Background: an optimization exercise with open tools, aiming at small area and a short achievable clock period. Do not read the settings as production practice. At most, simulation tests tie the RTL to the original design; equivalence was not proved. Power and IR drop assume default switching activity.

## indigo
==> flow/design.v <==
package iq_pkg;
  localparam int IQ_W              = 16;
  localparam int RX_FIFO_ADDR_W    = 6;
  localparam int RX_FIFO_AFULL_LVL = 48;
  localparam int STAT_RX_OVF_BIT   = 6;
  localparam int STAT_RX_UDF_BIT   = 7;
  function automatic logic [7:0] rx_fifo_status(input logic ovf, input logic udf);
    logic [7:0] s;
    s                  = '0;
    s[STAT_RX_OVF_BIT] = ovf;
    s[STAT_RX_UDF_BIT] = udf;
    rx_fifo_status = s;
  endfunction
endpackage
module iq_dpram #(
  parameter int DEPTH = 64,
  parameter int WIDTH = 32
) (
  input  logic                         clk_in,
  input  logic [DEPTH-1:0]             wr_sel,
  input  logic [WIDTH-1:0]             wr_dat,
  input  logic [DEPTH-1:0]             rd_sel,
  output logic [WIDTH-1:0]             rd_dat
);
  logic [DEPTH-1:0][WIDTH-1:0] mem_q;
  always_ff @(posedge clk_in) begin
    for (int i = 0; i < DEPTH; i++)
      if (wr_sel[i]) mem_q[i] <= wr_dat;
  end
  always_comb begin
    rd_dat = '0;
    for (int i = 0; i < DEPTH; i++)
      rd_dat = rd_dat | (mem_q[i] & {WIDTH{rd_sel[i]}});
  end
endmodule
import iq_pkg::*;
module rx_iq_fifo #(
  parameter int DATA_W    = IQ_W,
  parameter int ADDR_W    = RX_FIFO_ADDR_W,
  parameter int AFULL_LVL = RX_FIFO_AFULL_LVL
) (
  input  logic                     clk_in,
  input  logic                     rst,
  input  logic signed [DATA_W-1:0] in_I,
  input  logic signed [DATA_W-1:0] in_Q,
  input  logic                     in_valid,
  input  logic                     rd_req,
  output logic signed [DATA_W-1:0] out_I,
  output logic signed [DATA_W-1:0] out_Q,
  output logic                     out_valid,
  output logic [ADDR_W:0]          level,
  output logic                     empty,
  output logic                     almost_full,
  output logic                     overflow,
  output logic                     underflow,
  input  logic                     clr_flags
);
  localparam int DEPTH = 2**ADDR_W;
  localparam int LO_W  = ADDR_W / 2;
  localparam int HI_W  = ADDR_W - LO_W;
  localparam int NLO   = 2**LO_W;
  localparam int NHI   = 2**HI_W;
  logic [NLO-1:0]      wr_lo_q, rd_lo_q;
  logic [NHI-1:0]      wr_hi_q, rd_hi_q;
  logic [ADDR_W:0]     level_q, level_d;
  logic                empty_q, afull_q;
  logic                ovf_q, udf_q, out_vld_q;
  logic [2*DATA_W-1:0] out_q, rd_dat;
  logic                full, wr_fire, rd_fire, slot_free;
  logic [DEPTH-1:0]    wr_sel, rd_sel;
  assign full    = level_q[ADDR_W];
  assign rd_fire = rd_req && !empty_q;
  assign wr_fire = in_valid && (!full || rd_fire);
  assign slot_free = !full || rd_req;
  always_comb begin
    for (int i = 0; i < DEPTH; i++) begin
      wr_sel[i] = slot_free && wr_hi_q[i / NLO] && wr_lo_q[i % NLO];
      rd_sel[i] = rd_hi_q[i / NLO] && rd_lo_q[i % NLO];
    end
  end
  always_comb begin
    case ({wr_fire, rd_fire})
      2'b10:   level_d = level_q + 1'b1;
      2'b01:   level_d = level_q - 1'b1;
      default: level_d = level_q;
    endcase
  end
  always_ff @(posedge clk_in) begin
    if (rst) begin
      wr_lo_q   <= NLO'(1);
      wr_hi_q   <= NHI'(1);
      rd_lo_q   <= NLO'(1);
      rd_hi_q   <= NHI'(1);
      level_q   <= '0;
      empty_q   <= 1'b1;
      afull_q   <= 1'b0;
      ovf_q     <= 1'b0;
      udf_q     <= 1'b0;
      out_vld_q <= 1'b0;
    end else begin
      if (wr_fire) begin
        wr_lo_q <= {wr_lo_q[NLO-2:0], wr_lo_q[NLO-1]};
        if (wr_lo_q[NLO-1]) wr_hi_q <= {wr_hi_q[NHI-2:0], wr_hi_q[NHI-1]};
      end
      if (rd_fire) begin
        rd_lo_q <= {rd_lo_q[NLO-2:0], rd_lo_q[NLO-1]};
        if (rd_lo_q[NLO-1]) rd_hi_q <= {rd_hi_q[NHI-2:0], rd_hi_q[NHI-1]};
      end
      level_q   <= level_d;
      empty_q   <= (level_d == '0);
      afull_q   <= (level_d >= (ADDR_W+1)'(AFULL_LVL));
      ovf_q     <= (ovf_q && !clr_flags) || (in_valid && !wr_fire);
      udf_q     <= (udf_q && !clr_flags) || (rd_req && !rd_fire);
      out_vld_q <= rd_fire;
    end
  end
  always_ff @(posedge clk_in) begin
    if (rst)          out_q <= '0;
    else if (rd_fire) out_q <= rd_dat;
  end
  iq_dpram #(
    .DEPTH (DEPTH),
    .WIDTH (2*DATA_W)
  ) u_ram (
    .clk_in (clk_in),
    .wr_sel (wr_sel),
    .wr_dat ({in_Q, in_I}),
    .rd_sel (rd_sel),
    .rd_dat (rd_dat)
  );
  assign out_I       = out_q[DATA_W-1:0];
  assign out_Q       = out_q[2*DATA_W-1:DATA_W];
  assign out_valid   = out_vld_q;
  assign level       = level_q;
  assign empty       = empty_q;
  assign almost_full = afull_q;
  assign overflow    = ovf_q;
  assign underflow   = udf_q;
endmodule
Settings: LEC_CHECK=0, CAP_MARGIN=20, CORE_MARGIN=2, CORE_UTILIZATION=40, SETUP_SLACK_MARGIN=1.0, SLEW_MARGIN=20; clock period 3.5 ns.
run.sh (not shown) runs the stock make flow with config.mk's settings and CLKGATE_MAP_FILE= SYNTH_SCRIPT=/design/flow/synth_recipe.tcl, a recipe that flattens the netlist after the stock synthesis.
## Diff of input files: ember against indigo
diff --git a/flow/design.v b/flow/design.v
--- a/flow/design.v
+++ b/flow/design.v
@@ -53,73 +53,59 @@
   output logic                     almost_full,
   output logic                     overflow,
   output logic                     underflow,
   input  logic                     clr_flags
 );
   localparam int DEPTH = 2**ADDR_W;
-  localparam int LO_W  = ADDR_W / 2;
-  localparam int HI_W  = ADDR_W - LO_W;
-  localparam int NLO   = 2**LO_W;
-  localparam int NHI   = 2**HI_W;
-  logic [NLO-1:0]      wr_lo_q, rd_lo_q;
-  logic [NHI-1:0]      wr_hi_q, rd_hi_q;
+  logic [ADDR_W-1:0]   wr_ptr_q, rd_ptr_q;
   logic [ADDR_W:0]     level_q, level_d;
   logic                empty_q, afull_q;
   logic                ovf_q, udf_q, out_vld_q;
   logic [2*DATA_W-1:0] out_q, rd_dat;
   logic                full, wr_fire, rd_fire, slot_free;
   logic [DEPTH-1:0]    wr_sel, rd_sel;
   assign full    = level_q[ADDR_W];
   assign rd_fire = rd_req && !empty_q;
   assign wr_fire = in_valid && (!full || rd_fire);
   assign slot_free = !full || rd_req;
   always_comb begin
     for (int i = 0; i < DEPTH; i++) begin
-      wr_sel[i] = slot_free && wr_hi_q[i / NLO] && wr_lo_q[i % NLO];
-      rd_sel[i] = rd_hi_q[i / NLO] && rd_lo_q[i % NLO];
+      wr_sel[i] = slot_free && (wr_ptr_q == ADDR_W'(i));
+      rd_sel[i] = !rst && (rd_ptr_q == ADDR_W'(i));
     end
   end
   always_comb begin
     case ({wr_fire, rd_fire})
       2'b10:   level_d = level_q + 1'b1;
       2'b01:   level_d = level_q - 1'b1;
       default: level_d = level_q;
     endcase
   end
   always_ff @(posedge clk_in) begin
     if (rst) begin
-      wr_lo_q   <= NLO'(1);
-      wr_hi_q   <= NHI'(1);
-      rd_lo_q   <= NLO'(1);
-      rd_hi_q   <= NHI'(1);
+      wr_ptr_q  <= '0;
+      rd_ptr_q  <= '0;
       level_q   <= '0;
       empty_q   <= 1'b1;
       afull_q   <= 1'b0;
       ovf_q     <= 1'b0;
       udf_q     <= 1'b0;
       out_vld_q <= 1'b0;
     end else begin
-      if (wr_fire) begin
-        wr_lo_q <= {wr_lo_q[NLO-2:0], wr_lo_q[NLO-1]};
-        if (wr_lo_q[NLO-1]) wr_hi_q <= {wr_hi_q[NHI-2:0], wr_hi_q[NHI-1]};
-      end
-      if (rd_fire) begin
-        rd_lo_q <= {rd_lo_q[NLO-2:0], rd_lo_q[NLO-1]};
-        if (rd_lo_q[NLO-1]) rd_hi_q <= {rd_hi_q[NHI-2:0], rd_hi_q[NHI-1]};
-      end
+      wr_ptr_q  <= wr_ptr_q + ADDR_W'(wr_fire);
+      rd_ptr_q  <= rd_ptr_q + ADDR_W'(rd_fire);
       level_q   <= level_d;
       empty_q   <= (level_d == '0);
       afull_q   <= (level_d >= (ADDR_W+1)'(AFULL_LVL));
       ovf_q     <= (ovf_q && !clr_flags) || (in_valid && !wr_fire);
       udf_q     <= (udf_q && !clr_flags) || (rd_req && !rd_fire);
       out_vld_q <= rd_fire;
     end
   end
   always_ff @(posedge clk_in) begin
-    if (rst)          out_q <= '0;
-    else if (rd_fire) out_q <= rd_dat;
+    if (rst || rd_fire) out_q <= rd_dat;
   end
   iq_dpram #(
     .DEPTH (DEPTH),
     .WIDTH (2*DATA_W)
   ) u_ram (
     .clk_in (clk_in),
--- outcome ---
Fmax: ember below indigo
The lower leakage power of indigo and ember is in indigo.
ember: met2 usage in global routing 4.9 points above indigo
Synthesized cell count: ember vs indigo down 188
Comparing ember against indigo, there is no change at all in number of maximum-capacitance constraint violations.
Summed instance area of the synthesized netlist for ember is lower than for indigo.
On fraction of the cycle the final worst path needs: between indigo and ember, it ends up higher for ember.
Going from indigo to ember, total iterations of the first detailed-routing run grows by 4.
Summary of the comparison: area added between synthesis and finish is higher in ember, relative to indigo.
ember ends up with a post-synthesis simple-gate area fraction that is 1.5 points higher than in indigo.
Final core utilization came out higher on ember than on indigo.
ember vs. indigo: area enclosed by the die boundary lost about 1.5%; peak fanout along the critical path lost 21.
Logic depth of the worst register-to-register path delta for ember relative to indigo: 3 higher
Only the layout flow was run in indigo; the RTL was not checked for function there.

==> afterwards: timing with drivers on the ports <==
The results above use ideal ports. As a check the final layouts listed here were re-extracted and re-timed, cells and wires unchanged.
Step 1: set_driving_cell puts a clkbuf_16 on clk_in and a buf_2 on each other input, an assumption about the parent block.
Step 2 times the ports against the registers' clock, not the clock port: input delays grow and output delays shrink by t, the midpoint of the rising clock arrivals with the driver on.
Three values: ideal, step 1, step 2; two values: the first two.
run	t (ns)	setup slack, ns	worst setup path at the end	clock arrival spread, ns	pins driven straight from the clock port
indigo	0.957	0.904 / 0.904 / 0.114	input to register	0.050 / 0.050	1
ember	0.963	0.624 / 0.624 / -0.100	input to register	0.092 / 0.092	1
Met with ideal ports but missed after step 2: setup timing in ember. The setup slack of indigo, which loses most, moves by 0.000 ns with the drivers and by -0.790 ns with both steps.
